Source: an optimization exercise on an open RTL-to-GDS flow (aim: small area, a short achievable clock period and few clock cycles). Production flows keep margins and buffers that such runs may drop.
The RTL was checked by simulation tests, not by an equivalence proof against the original design.
Power is estimated from default activity; no workload was simulated.

==> inputs of run A <==
==> flow/design.v <==
package coreabc_ram_pkg;
  typedef enum logic {
    ST_CLEAR = 1'b0,
    ST_READY = 1'b1
  } state_e;
  function automatic int clog2(input int v);
    int r;
    r = 0;
    while ((1 << r) < v) r = r + 1;
    clog2 = r;
  endfunction
  function automatic bit param_ok(input int dw, input int aw, input int depth);
    param_ok = (dw > 0) && (dw % 8 == 0) && (depth >= 1) && (clog2(depth) <= aw);
  endfunction
endpackage
module coreabc_ram_param_array (
  input  logic        clk,
  input  logic        clr,
  input  logic        we,
  input  logic [7:0]  waddr,
  input  logic [1:0]  wbe,
  input  logic [15:0] wd,
  input  logic [12:0] rhi,
  input  logic [15:0] rlo,
  output logic [15:0] rd
);
  localparam int DEPTH = 200;
  localparam int NGRP  = (DEPTH + 2) / 3;    
  localparam int NL1   = (NGRP + 3) / 4;     
  logic [15:0] mem [DEPTH];
  logic [15:0] wdata;
  assign wdata = clr ? 16'h0000 : wd;
  logic [12:0] whi;
  logic [15:0] wlo_l [2];
  for (genvar i = 0; i < 13; i++) begin : g_whi
    assign whi[i] = (waddr[7:4] == 4'(i));
  end
  for (genvar l = 0; l < 2; l++) begin : g_wlo
    for (genvar j = 0; j < 16; j++) begin : g_j
      assign wlo_l[l][j] = we && wbe[l] && (waddr[3:0] == 4'(j));
    end
  end
  for (genvar w = 0; w < DEPTH; w++) begin : g_word
    for (genvar l = 0; l < 2; l++) begin : g_lane
      logic en;
      assign en = clr || (whi[w / 16] && wlo_l[l][w % 16]);
      always_ff @(posedge clk)
        if (en) mem[w][8*l +: 8] <= wdata[8*l +: 8];
    end
  end
  logic [3*NGRP-1:0] rsel;
  logic [15:0]       mem_x [3*NGRP];
  for (genvar w = 0; w < 3*NGRP; w++) begin : g_rsel
    if (w < DEPTH) begin : g_in
      assign rsel[w]  = rhi[w / 16] && rlo[w % 16];
      assign mem_x[w] = mem[w];
    end else begin : g_out
      assign rsel[w]  = 1'b0;
      assign mem_x[w] = '0;
    end
  end
  for (genvar b = 0; b < 16; b++) begin : g_bit
    logic [NGRP-1:0] grp_n;
    logic [NL1-1:0]  l1, l1_q;
    for (genvar g = 0; g < NGRP; g++) begin : g_grp
      coreabc_ram_aoi3 u_aoi (
        .s  (rsel[3*g +: 3]),
        .d  ({mem_x[3*g+2][b], mem_x[3*g+1][b], mem_x[3*g][b]}),
        .y_n(grp_n[g])
      );
    end
    for (genvar i = 0; i < 16; i++) begin : g_l1
      coreabc_ram_nand4 u (.a(grp_n[4*i +: 4]), .y(l1[i]));
    end
    coreabc_ram_nand3 u_l1_16 (.a(grp_n[66:64]), .y(l1[16]));
    always_ff @(posedge clk) l1_q <= l1;
    coreabc_ram_or17 u_or (.a(l1_q), .y(rd[b]));
  end
endmodule
module coreabc_ram_aoi3 (
  input  logic [2:0] s,
  input  logic [2:0] d,
  output logic       y_n
);
  assign y_n = ~((s[0] & d[0]) | (s[1] & d[1]) | (s[2] & d[2]));
endmodule
module coreabc_ram_or17 (
  input  logic [16:0] a,
  output logic        y
);
  logic [4:0] l2_n;
  logic [1:0] l3;
  coreabc_ram_nor4 u_l2_0 (.a(a[3:0]),   .y(l2_n[0]));
  coreabc_ram_nor4 u_l2_1 (.a(a[7:4]),   .y(l2_n[1]));
  coreabc_ram_nor3 u_l2_2 (.a(a[10:8]),  .y(l2_n[2]));
  coreabc_ram_nor3 u_l2_3 (.a(a[13:11]), .y(l2_n[3]));
  coreabc_ram_nor3 u_l2_4 (.a(a[16:14]), .y(l2_n[4]));
  coreabc_ram_nand3 u_l3_0 (.a(l2_n[2:0]), .y(l3[0]));
  coreabc_ram_nand2 u_l3_1 (.a(l2_n[4:3]), .y(l3[1]));
  assign y = l3[0] | l3[1];
endmodule
module coreabc_ram_nand4 (input logic [3:0] a, output logic y);
  assign y = ~&a;
endmodule
module coreabc_ram_nand3 (input logic [2:0] a, output logic y);
  assign y = ~&a;
endmodule
module coreabc_ram_nand2 (input logic [1:0] a, output logic y);
  assign y = ~&a;
endmodule
module coreabc_ram_nor4 (input logic [3:0] a, output logic y);
  assign y = ~|a;
endmodule
module coreabc_ram_nor3 (input logic [2:0] a, output logic y);
  assign y = ~|a;
endmodule
module coreabc_ram_param (
  input  logic        RWCLK,
  input  logic        RESETN,
  input  logic        WEN,
  input  logic        REN,
  input  logic [7:0]  WADDR,
  input  logic [7:0]  RADDR,
  input  logic [15:0] WD,
  input  logic [1:0]  WBE,
  output logic [15:0] RD,
  output logic        RVALID,
  output logic        BUSY
);
  localparam int DEPTH = 200;
  logic        ready;    
  logic [7:0]  clr_cnt;
  logic        rd_acc_q, rd_acc_q2, rvalid_q;
  logic [12:0] rhi_q;    
  logic [15:0] rlo_q;    
  logic [15:0] arr_rd, rd_q;
  always_ff @(posedge RWCLK or negedge RESETN) begin
    if (!RESETN) begin
      ready   <= 1'b0;
      clr_cnt <= '0;
    end else if (!ready) begin
      clr_cnt <= clr_cnt + 1'b1;
      if (clr_cnt == 8'(DEPTH - 1)) ready <= 1'b1;
    end
  end
  coreabc_ram_param_array u_array (
    .clk  (RWCLK),
    .clr  (!ready),
    .we   (WEN),
    .waddr(WADDR),
    .wbe  (WBE),
    .wd   (WD),
    .rhi  (rhi_q),
    .rlo  (rlo_q),
    .rd   (arr_rd)
  );
  always_ff @(posedge RWCLK or negedge RESETN) begin
    if (!RESETN) begin
      rd_acc_q  <= 1'b0;
      rd_acc_q2 <= 1'b0;
      rvalid_q  <= 1'b0;
    end else begin
      rd_acc_q  <= REN && ready;
      rd_acc_q2 <= rd_acc_q;
      rvalid_q  <= rd_acc_q2;
    end
  end
  always_ff @(posedge RWCLK) begin
    for (int i = 0; i < 13; i++) rhi_q[i] <= (RADDR[7:4] == 4'(i));
    for (int i = 0; i < 16; i++) rlo_q[i] <= (RADDR[3:0] == 4'(i));
    rd_q <= arr_rd;
  end
  assign RD     = rd_q;
  assign RVALID = rvalid_q;
  assign BUSY   = !ready;
endmodule
module coreabc_ram_top (
  input  logic        RWCLK,
  input  logic        RESETN,
  input  logic        WEN,
  input  logic        REN,
  input  logic [7:0]  WADDR,
  input  logic [7:0]  RADDR,
  input  logic [15:0] WD,
  input  logic [1:0]  WBE,
  output logic [15:0] RD,
  output logic        RVALID,
  output logic        BUSY
);
  coreabc_ram_param u_ram (
    .RWCLK (RWCLK),
    .RESETN(RESETN),
    .WEN   (WEN),
    .REN   (REN),
    .WADDR (WADDR),
    .RADDR (RADDR),
    .WD    (WD),
    .WBE   (WBE),
    .RD    (RD),
    .RVALID(RVALID),
    .BUSY  (BUSY)
  );
endmodule
==> flow/flow/run.sh <==
#!/bin/bash
set -euo pipefail
bash standard.sh \
  MATCH_CELL_FOOTPRINT=0 \
  "BUFFER_PORTS_ARGS=-buffer_cell sky130_fd_sc_hd__buf_4" \
  "CTS_ARGS=-sink_clustering_enable -repair_clock_nets -dont_use_dummy_load -sink_clustering_size 25 -sink_clustering_max_diameter 100" \
  finish > make_finish.log 2>&1
==> flow/standard.sh <==
#!/bin/bash
# synth_recipe.tcl (not shown) runs the flow's synth.tcl, then flattens the netlist and writes it again
# the make line also repeats each setting of config.mk as NAME=value (left out here)
make -C /OpenROAD-flow-scripts/flow DESIGN_CONFIG=/design/flow/config.mk WORK_HOME=/design/flow/orfs CLKGATE_MAP_FILE= SYNTH_SCRIPT=/design/flow/synth_recipe.tcl "${@:-finish}"
==> flow/config.mk <==
export PLATFORM = sky130hd
export DESIGN_NAME = coreabc_ram_top
export DESIGN_NICKNAME = coreabc_ram_top
export VERILOG_FILES = /design/flow/design.v
export SDC_FILE = /design/flow/constraint.sdc
export NUM_CORES = 4
export LEC_CHECK = 0
export CAP_MARGIN = 20
export CORE_MARGIN = 2
export CORE_UTILIZATION = 60
export SETUP_SLACK_MARGIN = 2.2
export SLEW_MARGIN = 20
export SYNTH_HIERARCHICAL = 1
==> flow/constraint.sdc <==
create_clock -name core_clock -period 4.6 [get_ports {RWCLK}]
set_input_delay 0.9200 -clock core_clock [delete_from_list [all_inputs] [get_ports {RWCLK}]]
set_output_delay 0.9200 -clock core_clock [all_outputs]
set_load 0.01 [all_outputs]
==> run Z: changes against run A <==
--- a/flow/design.v
+++ b/flow/design.v
@@ -44,5 +44,5 @@
     for (genvar l = 0; l < 2; l++) begin : g_lane
       logic en;
-      assign en = clr || (whi[w / 16] && wlo_l[l][w % 16]);
+      coreabc_ram_ao21 u_en (.a(whi[w / 16]), .b(wlo_l[l][w % 16]), .c(clr), .y(en));
       always_ff @(posedge clk)
         if (en) mem[w][8*l +: 8] <= wdata[8*l +: 8];
@@ -77,4 +77,12 @@
     coreabc_ram_or17 u_or (.a(l1_q), .y(rd[b]));
   end
+endmodule
+module coreabc_ram_ao21 (
+  input  logic a,
+  input  logic b,
+  input  logic c,
+  output logic y
+);
+  assign y = (a & b) | c;
 endmodule
 module coreabc_ram_aoi3 (
@@ -130,4 +138,5 @@
   localparam int DEPTH = 200;
   logic        ready;    
+  logic        clr;      
   logic [7:0]  clr_cnt;
   logic        rd_acc_q, rd_acc_q2, rvalid_q;
@@ -138,13 +147,17 @@
     if (!RESETN) begin
       ready   <= 1'b0;
+      clr     <= 1'b1;
       clr_cnt <= '0;
     end else if (!ready) begin
       clr_cnt <= clr_cnt + 1'b1;
-      if (clr_cnt == 8'(DEPTH - 1)) ready <= 1'b1;
+      if (clr_cnt == 8'(DEPTH - 1)) begin
+        ready <= 1'b1;
+        clr   <= 1'b0;
+      end
     end
   end
   coreabc_ram_param_array u_array (
     .clk  (RWCLK),
-    .clr  (!ready),
+    .clr  (clr),
     .we   (WEN),
     .waddr(WADDR),
==> comparison table <==
item	run A	run Z
Biggest cell delay along the critical path	0.75 ns	0.68 ns
Detailed-router iteration count before antenna repair	12	14
1st-iter DRT viols	16,000	17,000
Synth Register Bits	3,529	3,530
Post-route setup slack	2.04 ns	2.09 ns
Number of global-route vias before repair	64,200	63,000
Worst setup endpoint	u_ram.u_array.mem[28][15]$_DFFE_PP_	u_ram.u_array.g_bit[3].l1_q[7]$_DFF_P_
Inverters excl. clock	2	3
Power attributed to sequential cells	34.5 mW	35.1 mW
Source of the critical timing path	WADDR[5]	u_ram.rlo_q[12]$_DFF_P_
Share of total power consumed by net switching	19.1%	19.8%
Final routed wirelength across all metal layers	351 mm	367 mm
Fraction of synthesized cell area taken by the top area cell type	78.2%	79.1%
Critical path depth in cells	4	3
Worst Reg-to-Reg Cells	6	3
Critical register-to-register path endpoint	u_ram.u_array.mem[26][11]$_DFFE_PP_	u_ram.u_array.g_bit[3].l1_q[7]$_DFF_P_
Die W	457 µm	454 µm
Synthesized instance count	5,930	5,783
Antenna cells	55	71
Post-synthesis compound-gate area fraction	11.7%	11.3%
Post-Place Cell Area	130,000 µm²	127,000 µm²
Detailed-route vias per instance	7.51	7.65
Footprint of the multi-input gates	20,400 µm²	19,100 µm²
Combinational power share	1.1%	2.8%
Run status	finished clean	finished clean
Testbench counts of run A, summed over its fixed seeds: cycles 32,016.
Testbench counts of run Z, summed over its fixed seeds: cycles 32,016.

==> afterwards: timing with drivers on the ports <==
How much do the figures lean on ideal ports? The routed layouts below were timed once more, with nothing changed but the port constraints. Step 1 (the two cells are an assumption about what drives the block):
set clk [get_ports {RWCLK}]
set_driving_cell -lib_cell sky130_fd_sc_hd__clkbuf_16 $clk
set_driving_cell -lib_cell sky130_fd_sc_hd__buf_2 [delete_from_list [all_inputs] $clk]
Step 2 also shifts input and output timing later by t, the mid clock arrival at the registers, as if the neighbouring blocks saw the same clock. Slacks: ideal / step 1 / step 2; pairs: ideal / step 1.
run	t (ns)	setup slack, ns	worst hold slack (ns)	worst setup path at the end	cell pins on the clock port's net
run A	0.925	2.044 / 1.982 / 1.116	0.269 / 0.211 / 0.358	input to register	1
run Z	0.926	2.089 / 2.089 / 1.242	0.287 / 0.247 / 0.365	input to register	1
After both steps setup and hold are still met in every run listed. For run A, which loses most, drivers alone change the setup slack by -0.062 ns; drivers and shift together by -0.928 ns.
